From an optimization exercise on the open Yosys and OpenROAD flow, aimed at small area and a short achievable clock period; shortcuts taken in it are not production practice.
At most, simulation tests tie the RTL to the original design; equivalence was not proved.
Power figures rest on the tool's default switching activity, not on a simulated workload.

Design wlcTop, start of the top module:
module wlcTop #(
    parameter int WindowLen     = wlcPkg::DefWindowLen,
    parameter int IdleLimit     = wlcPkg::DefIdleLimit,
    parameter int FifoDepth     = wlcPkg::DefFifoDepth,
    parameter int ConfThreshold = wlcPkg::DefConfThreshold
) (
    input  logic                 clk,
    input  logic                 reset,
    input  logic [7:0]           instr,    
    input  logic                 resultReady,
    output logic [30:0]          result,   
    output logic                 resultValid,
    output logic                 classificationValid,
    output logic [15:0]          classificationCount,
    output logic [15:0]          droppedWindows
);
    logic [wlcPkg::EntryW-1:0] pushData;
    logic [wlcPkg::EntryW-1:0] headData;
    logic push;
    logic headValid;
    logic pop;
    logic creditReturn;
    logic noCredits;
    opcodeWindow u_window (
        .clk            (clk),
        .reset          (reset),
        .instr          (instr),
        .creditReturn   (creditReturn),
        .pushData       (pushData),
        .push           (push),
        .noCredits      (noCredits),
        .droppedWindows (droppedWindows)
    );
    summaryFifo u_fifo (
        .clk          (clk),
        .reset        (reset),
        .push         (push),
        .pushData     (pushData),
        .pop          (pop),
        .noCredits    (noCredits),
        .headData     (headData),
        .headValid    (headValid),
        .creditReturn (creditReturn)
    );
    formatDecider u_decider (
        .clk                 (clk),
        .reset               (reset),
        .headData            (headData),
        .headValid           (headValid),
        .resultReady         (resultReady),
  ...
For scale: about 9300 sq um of cells after synthesis.
Settings: LEC_CHECK=0, CAP_MARGIN=20, CORE_MARGIN=2, CORE_UTILIZATION=65, SLEW_MARGIN=20; clock period 45.0 ns.
standard.sh (not shown) runs the stock make flow with config.mk's settings and CLKGATE_MAP_FILE= SYNTH_SCRIPT=/design/flow/synth_recipe.tcl, a recipe that flattens the netlist after the stock synthesis.
==> flow/flow/run.sh <==
#!/bin/bash
# Standard synthesis, then its combinational logic re-mapped for area (the
# flip-flops untouched), then the standard layout with plain buf_1 port
# buffers, a clock tree of fewer leaf clusters, and timing repair aimed well
# past the clock period's needs so the port paths get sized.
set -euo pipefail
ARGS=(
  "BUFFER_PORTS_ARGS=-buffer_cell sky130_fd_sc_hd__buf_1"
  "CTS_ARGS=-sink_clustering_enable -repair_clock_nets -buf_list sky130_fd_sc_hd__clkbuf_8 -sink_clustering_size 20 -sink_clustering_max_diameter 50 -dont_use_dummy_load"
  SETUP_SLACK_MARGIN=35.0
)
bash standard.sh "${ARGS[@]}" synth > synth.log 2>&1
RES=orfs/results/$FLOW_PLATFORM/wlcTop/base
cp $RES/1_2_yosys.v standard_synth.v
RESYN_INPUT=standard_synth.v RESYN_NETLIST=resyn.v yosys -c flow/resyn.tcl > resyn.log 2>&1
cp resyn.v $RES/1_2_yosys.v
rm -f $RES/1_synth.odb
bash standard.sh "${ARGS[@]}" finish > standard.log 2>&1
==> flow/flow/resyn.abc <==
strash
&get -n
&deepsyn -T 20
&put
dch -f
amap
&get -n
&dch
&nf -R 1000
&put
topo
Other scripts of this flow, unchanged in this note and not shown: flow/flow/resyn.tcl
Edit:
--- a/flow/flow/run.sh
+++ b/flow/flow/run.sh
@@ -10 +10 @@
-  SETUP_SLACK_MARGIN=35.0
+  SETUP_SLACK_MARGIN=35.25
==> flow/flow/resyn.abc (replaced) <==
strash
&get -n
&deepsyn -T 60
&put
dch -f
amap
topo
Outcome:
- combinational power increases to 3.7 times its value
- wire length increases by roughly a tenth
- global-route usage increases by 2.9 points
- non-clock buffer count increases by 22
- register-to-register slack loses 0.29 ns
Edit:
--- a/flow/flow/run.sh
+++ b/flow/flow/run.sh
@@ -10 +10 @@
-  SETUP_SLACK_MARGIN=35.25
+  SETUP_SLACK_MARGIN=34.9
--- a/flow/config.mk
+++ b/flow/config.mk
@@ -10 +10 @@
-export CORE_UTILIZATION = 65
+export CORE_UTILIZATION = 55
Count of clock-buffer cells in the layout goes up by 4. Core utilization goes down by 19 points. Die area goes up by 18%. Worst setup slack degrades by 0.047 ns. Sequential share of layout area goes up by 4.5 points. Flip-flop and latch count does not change.
Edit:
--- a/flow/flow/run.sh
+++ b/flow/flow/run.sh
@@ -9 +9 @@
-  "CTS_ARGS=-sink_clustering_enable -repair_clock_nets -buf_list sky130_fd_sc_hd__clkbuf_8 -sink_clustering_size 20 -sink_clustering_max_diameter 50 -dont_use_dummy_load"
+  "CTS_ARGS=-sink_clustering_enable -repair_clock_nets -buf_list sky130_fd_sc_hd__clkbuf_16 -sink_clustering_size 36 -sink_clustering_max_diameter 60 -dont_use_dummy_load"
--- a/flow/config.mk
+++ b/flow/config.mk
@@ -10 +10 @@
-export CORE_UTILIZATION = 55
+export CORE_UTILIZATION = 70
=>
- The new run produced a clean layout
- sequential power is about the same
- maximum frequency stays flat
- routed wire length shrinks by 6.9%
- count of clock-buffer cells in the layout goes down by 11

* * *

Starting RTL as in the previous note.
clock: 45.0 ns
lec_check: 0
cap_margin: 20
core_margin: 2
core_utilization: 65
slew_margin: 20
==> flow/flow/run.sh <==
#!/bin/bash
# Standard synthesis, then its combinational logic re-mapped for area (the
# flip-flops untouched), then the standard layout with plain buf_1 port
# buffers, a clock tree of fewer leaf clusters, and timing repair aimed well
# past the clock period's needs so the port paths get sized.
set -euo pipefail
ARGS=(
  "BUFFER_PORTS_ARGS=-buffer_cell sky130_fd_sc_hd__buf_1"
  "CTS_ARGS=-sink_clustering_enable -repair_clock_nets -buf_list sky130_fd_sc_hd__clkbuf_8 -sink_clustering_size 20 -sink_clustering_max_diameter 50 -dont_use_dummy_load"
  SETUP_SLACK_MARGIN=34.9
)
bash standard.sh "${ARGS[@]}" synth > synth.log 2>&1
RES=orfs/results/$FLOW_PLATFORM/wlcTop/base
cp $RES/1_2_yosys.v standard_synth.v
RESYN_INPUT=standard_synth.v RESYN_NETLIST=resyn.v yosys -c flow/resyn.tcl > resyn.log 2>&1
cp resyn.v $RES/1_2_yosys.v
rm -f $RES/1_synth.odb
bash standard.sh "${ARGS[@]}" finish > standard.log 2>&1
==> flow/flow/resyn.abc <==
strash
&get -n
&deepsyn -T 20
&put
dch -f
amap
&get -n
&dch
&nf -R 1000
&put
topo
Other scripts of this flow, unchanged in this note and not shown: flow/flow/resyn.tcl
The starting point completed with no timing, DRC or antenna violations.
Then changed:
==> flow/flow/resyn.abc (replaced) <==
strash
&get -n
&deepsyn -T 60
&put
dch -f
amap
topo
What happened: The new run finished with timing, DRC and antenna clean. Maximum frequency stays flat. Final area climbs by 0.54%. Utilization went up by 0.11 points.
Then changed:
--- a/flow/flow/run.sh
+++ b/flow/flow/run.sh
@@ -9 +9 @@
-  "CTS_ARGS=-sink_clustering_enable -repair_clock_nets -buf_list sky130_fd_sc_hd__clkbuf_8 -sink_clustering_size 20 -sink_clustering_max_diameter 50 -dont_use_dummy_load"
+  "CTS_ARGS=-sink_clustering_enable -repair_clock_nets -buf_list sky130_fd_sc_hd__clkbuf_8 -sink_clustering_size 20 -sink_clustering_max_diameter 50 -dont_use_dummy_load -root_buf sky130_fd_sc_hd__clkbuf_16"
==> flow/flow/resyn.abc (replaced) <==
strash
&get -n
&deepsyn -T 20
&put
dch -f
amap
&get -n
&dch
&nf -R 1000
&put
topo
Settings changed: CORE_UTILIZATION 65 to 70.
Routed wire length hardly moves.
Clock skew came out higher by 10 ps.
Clock-buffer cell count drops by 1.
Cell area came out lower slightly.
Global-route usage climbs by 1.6 points.
Then changed:
--- a/flow/flow/run.sh
+++ b/flow/flow/run.sh
@@ -9 +9 @@
-  "CTS_ARGS=-sink_clustering_enable -repair_clock_nets -buf_list sky130_fd_sc_hd__clkbuf_8 -sink_clustering_size 20 -sink_clustering_max_diameter 50 -dont_use_dummy_load -root_buf sky130_fd_sc_hd__clkbuf_16"
+  "CTS_ARGS=-sink_clustering_enable -repair_clock_nets -buf_list {sky130_fd_sc_hd__clkbuf_4 sky130_fd_sc_hd__clkbuf_8} -sink_clustering_size 12 -sink_clustering_max_diameter 40 -dont_use_dummy_load"
==> flow/flow/resyn.abc (replaced) <==
strash
&get -n
&deepsyn -T 60
&put
dch -f
amap
topo
Settings changed: CORE_UTILIZATION 70 to 65.
Synthesized area rose slightly.
Routed wire length rose slightly.
Final cell count rose by a few percent.
Total power rose by a quarter to a third.
Then changed:
--- a/flow/flow/run.sh
+++ b/flow/flow/run.sh
@@ -9,2 +9,2 @@
-  "CTS_ARGS=-sink_clustering_enable -repair_clock_nets -buf_list {sky130_fd_sc_hd__clkbuf_4 sky130_fd_sc_hd__clkbuf_8} -sink_clustering_size 12 -sink_clustering_max_diameter 40 -dont_use_dummy_load"
-  SETUP_SLACK_MARGIN=34.9
+  "CTS_ARGS=-sink_clustering_enable -repair_clock_nets -buf_list sky130_fd_sc_hd__clkbuf_8 -sink_clustering_size 20 -sink_clustering_max_diameter 50 -dont_use_dummy_load"
+  SETUP_SLACK_MARGIN=34.6
After rerunning: Register-to-register slack gains 100 ps. Flip-flop and latch count is unchanged. Total power fell by 7.7%.
Then changed:
--- a/flow/flow/run.sh
+++ b/flow/flow/run.sh
@@ -10 +10 @@
-  SETUP_SLACK_MARGIN=34.6
+  SETUP_SLACK_MARGIN=34.9
==> flow/flow/resyn.abc (replaced) <==
strash
&get -n
&deepsyn -T 20
&put
dch -f
amap
&get -n
&dch
&nf -R 1000
&put
topo
Settings changed: CORE_UTILIZATION 65 to 70, PLACE_DENSITY set to 0.8.
Setup slack improves by 190 ps; die area falls by 7.3%; fmax rises by 1.9%; hold slack degrades by 32 ps; total power falls by 18%; sequential power falls by about 6%; design area rises by 0.38%; routed wire length falls by 2.9%; synthesized cell count falls by 3.8%; sequential share of layout area stays flat; final cell count falls by 3.2%.

* * *

Starting RTL as in the previous note.
export LEC_CHECK = 0
export CAP_MARGIN = 20
export CORE_MARGIN = 2
export CORE_UTILIZATION = 65
export SLEW_MARGIN = 20
create_clock -name core_clock -period 45.0 [get_ports {clk}]
==> flow/flow/run.sh <==
#!/bin/bash
# Standard synthesis, then its combinational logic re-mapped for area (the
# flip-flops untouched), then the standard layout with plain buf_1 port
# buffers, a clock tree of fewer leaf clusters, and timing repair aimed well
# past the clock period's needs so the port paths get sized.
set -euo pipefail
ARGS=(
  "BUFFER_PORTS_ARGS=-buffer_cell sky130_fd_sc_hd__buf_1"
  "CTS_ARGS=-sink_clustering_enable -repair_clock_nets -buf_list sky130_fd_sc_hd__clkbuf_16 -sink_clustering_size 30 -sink_clustering_max_diameter 60 -dont_use_dummy_load"
  SETUP_SLACK_MARGIN=34.9
)
bash standard.sh "${ARGS[@]}" synth > synth.log 2>&1
RES=orfs/results/$FLOW_PLATFORM/wlcTop/base
cp $RES/1_2_yosys.v standard_synth.v
RESYN_INPUT=standard_synth.v RESYN_NETLIST=resyn.v yosys -c flow/resyn.tcl > resyn.log 2>&1
cp resyn.v $RES/1_2_yosys.v
rm -f $RES/1_synth.odb
bash standard.sh "${ARGS[@]}" finish > standard.log 2>&1
==> flow/flow/resyn.abc <==
strash
&get -n
&deepsyn -T 60
&put
dch -f
amap
topo
Other scripts of this flow, unchanged in this note and not shown: flow/flow/resyn.tcl
Rerun with:
--- a/flow/flow/run.sh
+++ b/flow/flow/run.sh
@@ -8,3 +8,3 @@
   "BUFFER_PORTS_ARGS=-buffer_cell sky130_fd_sc_hd__buf_1"
-  "CTS_ARGS=-sink_clustering_enable -repair_clock_nets -buf_list sky130_fd_sc_hd__clkbuf_16 -sink_clustering_size 30 -sink_clustering_max_diameter 60 -dont_use_dummy_load"
+  "CTS_ARGS=-sink_clustering_enable -repair_clock_nets -buf_list sky130_fd_sc_hd__clkbuf_8 -sink_clustering_size 20 -sink_clustering_max_diameter 50 -dont_use_dummy_load"
   SETUP_SLACK_MARGIN=34.9
==> flow/flow/resyn.abc (replaced) <==
strash
&get -n
&deepsyn -T 20
&put
dch -f
amap
&get -n
&dch
&nf -R 1000
&put
topo
CORE_UTILIZATION = 75   (was 65)
Effect: Core utilization grows by 9.9 points. Fmax shrinks by 0.37%. Register-to-register slack improved by 0.08 ns. Routed wire length shrinks by about 0.37%. Clock skew grows by 0.0090 ns. Area after synthesis shrinks by about 0.4%. Total power shrinks by about 24%. Sequential power shrinks by about 6%. Worst setup slack got worse by 0.037 ns.
Rerun with:
--- a/flow/flow/run.sh
+++ b/flow/flow/run.sh
@@ -9,3 +9,3 @@
   "CTS_ARGS=-sink_clustering_enable -repair_clock_nets -buf_list sky130_fd_sc_hd__clkbuf_8 -sink_clustering_size 20 -sink_clustering_max_diameter 50 -dont_use_dummy_load"
-  SETUP_SLACK_MARGIN=34.9
+  SETUP_SLACK_MARGIN=34.8
 )
CORE_UTILIZATION = 70   (was 75)
Final cell count increases by 2.7%; global-route usage came out lower by 3.3 points; first-iteration DRC count falls by 11%; final area stays flat; sequential power hardly moves.
Rerun with:
--- a/flow/flow/run.sh
+++ b/flow/flow/run.sh
@@ -9,3 +9,3 @@
   "CTS_ARGS=-sink_clustering_enable -repair_clock_nets -buf_list sky130_fd_sc_hd__clkbuf_8 -sink_clustering_size 20 -sink_clustering_max_diameter 50 -dont_use_dummy_load"
-  SETUP_SLACK_MARGIN=34.8
+  SETUP_SLACK_MARGIN=34.9
 )
Outcome: The new run completed with no timing, DRC or antenna violations; die area is about the same; synthesized cell count barely changes; core utilization increases by 1.9 points; final area stays the same; critical path depth does not change; worst setup slack gains 0.079 ns; count of clock-buffer cells in the layout increases by 1; via count increases by 2.8%.

* * *

The RTL this note starts from:
==> flow/design.v <==
package wlcPkg;
    localparam logic [2:0] FmtUnknown = 3'd0;
    localparam logic [2:0] FmtCompute = 3'd1;
    localparam logic [2:0] FmtMemory  = 3'd2;
    localparam logic [2:0] FmtControl = 3'd3;
    localparam logic [2:0] FmtMixed   = 3'd4;
    localparam logic [2:0] FmtIdle    = 3'd5;
    localparam logic [6:0] OpAluReg = 7'b0110011;   
    localparam logic [6:0] OpAluImm = 7'b0010011;
    localparam logic [6:0] OpLoad   = 7'b0000011;   
    localparam logic [6:0] OpStore  = 7'b0100011;
    localparam logic [6:0] OpBranch = 7'b1100011;   
    localparam logic [6:0] OpJal    = 7'b1101111;
    localparam logic [6:0] OpJalr   = 7'b1100111;
    localparam int DefWindowLen     = 16;
    localparam int DefIdleLimit     = 24;
    localparam int DefFifoDepth     = 4;
    localparam int DefConfThreshold = 4;
    localparam int EntryW = 25;
endpackage
module opcodeWindow (
    input  logic                        clk,
    input  logic                        reset,
    input  logic [7:0]                  instr,
    input  logic                        creditReturn,
    output logic [wlcPkg::EntryW-1:0]   pushData,
    output logic                        push,
    output logic                        noCredits,
    output logic [15:0]                 droppedWindows
);
    logic       valid;
    logic [6:0] opcode;
    logic       isCompute, isMem, isControl;
    logic       ended;         
    logic [3:0] total;         
    logic [3:0] totalEff;
    logic [4:0] idleSeq;       
    logic [2:0] credits;
    logic       vCompute, vMem, vControl;    
    logic windowFull, idleFire, windowEnd, canSend;
    assign valid  = instr[7];
    assign opcode = instr[6:0];
    assign isCompute = (opcode == wlcPkg::OpAluReg) || (opcode == wlcPkg::OpAluImm);
    assign isMem     = (opcode == wlcPkg::OpLoad) || (opcode == wlcPkg::OpStore);
    assign isControl = (opcode == wlcPkg::OpBranch) || (opcode == wlcPkg::OpJal) ||
                       (opcode == wlcPkg::OpJalr);
    assign totalEff   = ended ? 4'd0 : total;
    assign windowFull = valid && (totalEff == 4'd15);
    assign idleFire   = !valid && (idleSeq == 5'd31);
    assign windowEnd  = windowFull || idleFire;
    assign canSend    = (credits != 3'd0);
    assign noCredits  = !canSend;
    always_ff @(posedge clk) begin
        if (!reset) begin
            ended          <= 1'b1;
            idleSeq        <= 5'd8;
            credits        <= 3'd4;
            push           <= 1'b0;
            droppedWindows <= '0;
        end else begin
            ended   <= windowEnd;
            if (valid) begin
                idleSeq <= 5'd8;
            end else if (idleSeq != 5'd0) begin
                idleSeq <= idleSeq + 5'd1;
            end
            credits <= credits - 3'(windowEnd && canSend) + 3'(creditReturn);
            push    <= windowEnd && canSend;
            if (windowEnd && !canSend) begin
                droppedWindows <= droppedWindows + 16'd1;
            end
        end
    end
    logic [7:0] computeY, memY, controlY;
    logic       computeOdd, memOdd, controlOdd;
    logic [7:0] computeYInc, memYInc, controlYInc;
    logic [7:0] computeYNext, memYNext, controlYNext;
    logic       computeOddNext, memOddNext, controlOddNext;
    assign computeYInc = computeY + (vCompute ? {4'd0, 3'b110, computeOdd} : 8'd0);
    assign memYInc     = memY + (vMem ? {4'd0, 3'b110, memOdd} : 8'd0);
    assign controlYInc = controlY + (vControl ? {4'd0, 3'b110, controlOdd} : 8'd0);
    assign computeYNext   = ended ? 8'd0 : computeYInc;
    assign memYNext       = ended ? 8'd0 : memYInc;
    assign controlYNext   = ended ? 8'd0 : controlYInc;
    assign computeOddNext = !ended && (computeOdd ^ vCompute);
    assign memOddNext     = !ended && (memOdd ^ vMem);
    assign controlOddNext = !ended && (controlOdd ^ vControl);
    logic [7:0]  divY;
    logic        divOdd;
    logic [7:0]  dividendLow;
    logic [3:0]  remCur;
    logic [4:0]  rem2;
    logic        qBit;
    logic [3:0]  rem;
    logic [22:0] quot;
    logic [23:0] tolls;
    always_comb begin
        case (idleSeq[4:3])
            2'd1:    begin divY = computeYNext; divOdd = computeOddNext; end
            2'd2:    begin divY = memYNext;     divOdd = memOddNext;     end
            default: begin divY = controlYNext; divOdd = controlOddNext; end
        endcase
    end
    assign dividendLow = {divY[3:0], divOdd, 3'd0};
    assign remCur   = (idleSeq[2:0] == 3'd0) ? divY[7:4] : rem;
    assign rem2     = {remCur, dividendLow[3'd7 - idleSeq[2:0]]};
    assign qBit     = (totalEff != 4'd0) && (rem2 >= 5'(totalEff));
    assign tolls    = {quot, qBit};
    always_ff @(posedge clk) begin
        total      <= totalEff + 4'(valid);
        vCompute   <= valid && isCompute;
        vMem       <= valid && isMem;
        vControl   <= valid && isControl;
        computeOdd <= computeOddNext;
        memOdd     <= memOddNext;
        controlOdd <= controlOddNext;
        if (idleFire) begin
            computeY <= tolls[23:16];
            memY     <= tolls[15:8];
            controlY <= tolls[7:0];
        end else begin
            computeY <= computeYNext;
            memY     <= memYNext;
            controlY <= controlYNext;
        end
        rem  <= qBit ? 4'(rem2 - 5'(totalEff)) : rem2[3:0];
        quot <= tolls[22:0];
    end
    assign pushData = {computeYInc, memYInc, controlYInc, !idleSeq[3]};
endmodule
module summaryFifo (
    input  logic                        clk,
    input  logic                        reset,
    input  logic                        push,
    input  logic [wlcPkg::EntryW-1:0]   pushData,
    input  logic                        pop,
    input  logic                        noCredits,
    output logic [wlcPkg::EntryW-1:0]   headData,
    output logic                        headValid,
    output logic                        creditReturn
);
    logic [wlcPkg::EntryW-1:0] mem [4];
    logic [1:0] rdPtr;
    logic [1:0] wrPtr;
    assign headData  = mem[rdPtr];
    assign headValid = (rdPtr != wrPtr) || (noCredits && !push && !creditReturn);
    always_ff @(posedge clk) begin
        if (!reset) begin
            rdPtr        <= '0;
            wrPtr        <= '0;
            creditReturn <= 1'b0;
        end else begin
            creditReturn <= pop;
            if (push) wrPtr <= wrPtr + 2'd1;
            if (pop)  rdPtr <= rdPtr + 2'd1;
        end
    end
    always_ff @(posedge clk) begin
        if (push) begin
            mem[wrPtr] <= pushData;
        end
    end
endmodule
module formatDecider (
    input  logic                        clk,
    input  logic                        reset,
    input  logic [wlcPkg::EntryW-1:0]   headData,
    input  logic                        headValid,
    input  logic                        resultReady,
    output logic                        pop,
    output logic [30:0]                 result,
    output logic                        resultValid,
    output logic                        classificationValid,
    output logic [15:0]                 classificationCount
);
    logic [7:0] computeToll, memToll, controlToll;
    logic       idle;
    logic [1:0] busyClasses;
    logic [2:0] nextFormat;
    logic [3:0] baseConf;
    logic [3:0] nextConf;
    logic [2:0] format;
    logic [3:0] confidence;
    assign {computeToll, memToll, controlToll, idle} = headData;
    assign format     = result[30:28];
    assign confidence = result[27:24];
    assign busyClasses = 2'(computeToll > 8'd50) + 2'(memToll > 8'd50) +
                         2'(controlToll > 8'd50);
    always_comb begin
        if (idle) begin
            nextFormat = wlcPkg::FmtIdle;
            baseConf   = 4'd8;
        end else if (computeToll > 8'd150) begin
            nextFormat = wlcPkg::FmtCompute;
            baseConf   = 4'd7;
        end else if (memToll > 8'd150) begin
            nextFormat = wlcPkg::FmtMemory;
            baseConf   = 4'd7;
        end else if (controlToll > 8'd150) begin
            nextFormat = wlcPkg::FmtControl;
            baseConf   = 4'd7;
        end else if (busyClasses >= 2'd2) begin
            nextFormat = wlcPkg::FmtMixed;
            baseConf   = 4'd6;
        end else begin
            nextFormat = wlcPkg::FmtUnknown;
            baseConf   = 4'd4;
        end
    end
    always_comb begin
        if (nextFormat == format && nextFormat != wlcPkg::FmtUnknown) begin
            nextConf = (confidence > 4'd13) ? 4'd15 : confidence + 4'd2;
        end else begin
            nextConf = baseConf;
        end
    end
    assign pop = headValid && (!resultValid || resultReady);
    always_ff @(posedge clk) begin
        if (!reset) begin
            result              <= '0;
            resultValid         <= 1'b0;
            classificationValid <= 1'b0;
            classificationCount <= '0;
        end else begin
            if (pop) begin
                result              <= {nextFormat, nextConf, computeToll, memToll, controlToll};
                resultValid         <= 1'b1;
                classificationValid <= (nextFormat != wlcPkg::FmtUnknown);
                classificationCount <= classificationCount + 16'd1;
            end else if (resultReady) begin
                resultValid <= 1'b0;
            end
        end
    end
endmodule
module wlcTop #(
    parameter int WindowLen     = wlcPkg::DefWindowLen,
    parameter int IdleLimit     = wlcPkg::DefIdleLimit,
    parameter int FifoDepth     = wlcPkg::DefFifoDepth,
    parameter int ConfThreshold = wlcPkg::DefConfThreshold
) (
    input  logic                 clk,
    input  logic                 reset,
    input  logic [7:0]           instr,    
    input  logic                 resultReady,
    output logic [30:0]          result,   
    output logic                 resultValid,
    output logic                 classificationValid,
    output logic [15:0]          classificationCount,
    output logic [15:0]          droppedWindows
);
    logic [wlcPkg::EntryW-1:0] pushData;
    logic [wlcPkg::EntryW-1:0] headData;
    logic push;
    logic headValid;
    logic pop;
    logic creditReturn;
    logic noCredits;
    opcodeWindow u_window (
        .clk            (clk),
        .reset          (reset),
        .instr          (instr),
        .creditReturn   (creditReturn),
        .pushData       (pushData),
        .push           (push),
        .noCredits      (noCredits),
        .droppedWindows (droppedWindows)
    );
    summaryFifo u_fifo (
        .clk          (clk),
        .reset        (reset),
        .push         (push),
        .pushData     (pushData),
        .pop          (pop),
        .noCredits    (noCredits),
        .headData     (headData),
        .headValid    (headValid),
        .creditReturn (creditReturn)
    );
    formatDecider u_decider (
        .clk                 (clk),
        .reset               (reset),
        .headData            (headData),
        .headValid           (headValid),
        .resultReady         (resultReady),
        .pop                 (pop),
        .result              (result),
        .resultValid         (resultValid),
        .classificationValid (classificationValid),
        .classificationCount (classificationCount)
    );
endmodule
==> flow/config.mk <==
export PLATFORM = sky130hd
export DESIGN_NAME = wlcTop
export DESIGN_NICKNAME = wlcTop
export VERILOG_FILES = /design/flow/design.v
export SDC_FILE = /design/flow/constraint.sdc
export NUM_CORES = 4
export LEC_CHECK = 0
export CAP_MARGIN = 20
export CORE_MARGIN = 2
export CORE_UTILIZATION = 40
export SLEW_MARGIN = 20
==> flow/constraint.sdc <==
create_clock -name core_clock -period 45.0 [get_ports {clk}]
set_input_delay 9.0000 -clock core_clock [delete_from_list [all_inputs] [get_ports {clk}]]
set_output_delay 9.0000 -clock core_clock [all_outputs]
set_load 0.01 [all_outputs]
==> flow/flow/run.sh <==
#!/bin/bash
# Standard layout, with plain buf_1 cells as the port buffers and a clock tree
# of fewer, larger leaf clusters without dummy loads.
set -euo pipefail
bash standard.sh \
  "BUFFER_PORTS_ARGS=-buffer_cell sky130_fd_sc_hd__buf_1" \
  "CTS_ARGS=-sink_clustering_enable -repair_clock_nets -buf_list sky130_fd_sc_hd__clkbuf_8 -sink_clustering_size 20 -sink_clustering_max_diameter 50 -dont_use_dummy_load" \
  SETUP_SLACK_MARGIN=34.9 \
  finish > standard.log 2>&1
The first run went through all stages and came out clean.
Edit:
Settings changed: CORE_UTILIZATION 40 to 65.
Die area went down by 38%; wire length shrinks by 3.2%; cell count went down by 13%; worst setup slack gets better by 9.3 ps; worst hold slack is better by 29 ps; total power falls by 4.1%; critical path depth rises by 1; core utilization goes up by 25 points.
Edit:
--- a/flow/flow/run.sh
+++ b/flow/flow/run.sh
@@ -6,4 +6,3 @@
   "BUFFER_PORTS_ARGS=-buffer_cell sky130_fd_sc_hd__buf_1" \
   "CTS_ARGS=-sink_clustering_enable -repair_clock_nets -buf_list sky130_fd_sc_hd__clkbuf_8 -sink_clustering_size 20 -sink_clustering_max_diameter 50 -dont_use_dummy_load" \
-  SETUP_SLACK_MARGIN=34.9 \
   finish > standard.log 2>&1
Settings changed: CORE_UTILIZATION 65 to 40.
Result: Die area rises by well over a third; hold slack degrades by 39 ps; design area barely changes; setup slack degrades by 660 ps; critical path depth falls by 1; sequential share of layout area falls by 0.39 points; final cell count rises by roughly a tenth; register-to-register slack improves by 200 ps.
Edit:
==> flow/flow/run.sh (replaced) <==
#!/bin/bash
# Standard layout, with plain buf_1 cells as the port buffers and a clock tree
# of fewer, larger leaf clusters without dummy loads.
set -euo pipefail
bash standard.sh \
  "BUFFER_PORTS_ARGS=-buffer_cell sky130_fd_sc_hd__buf_1" \
  "CTS_ARGS=-sink_clustering_enable -repair_clock_nets -buf_list sky130_fd_sc_hd__clkbuf_16 -sink_clustering_size 40 -sink_clustering_max_diameter 60 -dont_use_dummy_load" \
  finish > standard.log 2>&1
Result:
- global-route usage hardly moves
- utilization grows by 0.58 points
- final cell count is lower by 0.50%
- count of clock-buffer cells in the layout came out lower by 6
- routed wire length drops by 0.35%
- worst setup slack loses 36 ps
- die area does not change
- synthesized area stays the same
No functional check of the RTL was part of any run of this note.

## what the ideal ports hide
No port has a modelled driver above. Below, the same layouts with a new extraction and two added sets of constraints.
Step 1: set_driving_cell puts a clkbuf_16 on clk and a buf_2 on each other input, an assumption about the parent block.
Step 2 times the ports against the registers' clock, not the clock port: input delays grow and output delays shrink by t, the midpoint of the rising clock arrivals with the driver on.
Three values: ideal, step 1, step 2; two values: the first two.
| run | t, ns | slack for setup (ns) | worst setup path after step 2 |
|---|---|---|---|
| the first run of note 1 | 0.552 | 34.979 / 34.938 / 34.510 | input to register |
| the second run of note 1 | 0.546 | 34.993 / 34.954 / 34.571 | input to register |
| the third run of note 1 | 0.556 | 34.945 / 34.907 / 34.503 | input to register |
| the fourth run of note 1 | 0.500 | 34.957 / 34.915 / 34.516 | input to register |
| the first run of note 2 | 0.535 | 34.947 / 34.909 / 34.499 | input to register |
| the second run of note 2 | 0.549 | 34.941 / 34.902 / 34.495 | input to register |
| the third run of note 2 | 0.493 | 34.946 / 34.904 / 34.528 | input to register |
| the fourth run of note 2 | 0.533 | 34.934 / 34.896 / 34.508 | input to register |
| the fifth run of note 2 | 0.547 | 34.742 / 34.758 / 34.211 | input to register |
| the sixth run of note 2 | 0.530 | 34.936 / 34.900 / 34.474 | input to register |
| the first run of note 3 | 0.502 | 34.970 / 34.927 / 34.519 | input to register |
| the second run of note 3 | 0.527 | 34.933 / 34.891 / 34.433 | input to register |
| the third run of note 3 | 0.520 | 34.854 / 34.819 / 34.427 | input to register |
| the fourth run of note 3 | 0.528 | 34.933 / 34.897 / 34.501 | input to register |
| the first run of note 4 | 0.575 | 34.639 / 34.639 / 34.064 | input to register |
| the second run of note 4 | 0.545 | 34.648 / 34.654 / 34.108 | input to register |
| the third run of note 4 | 0.569 | 33.993 / 34.014 / 33.445 | input to register |
| the fourth run of note 4 | 0.530 | 33.957 / 33.982 / 33.452 | input to register |
After both steps every run listed still meets setup and hold. For the first run of note 4, which loses most, drivers alone change the setup slack by 0.000 ns; drivers and shift together by -0.575 ns.
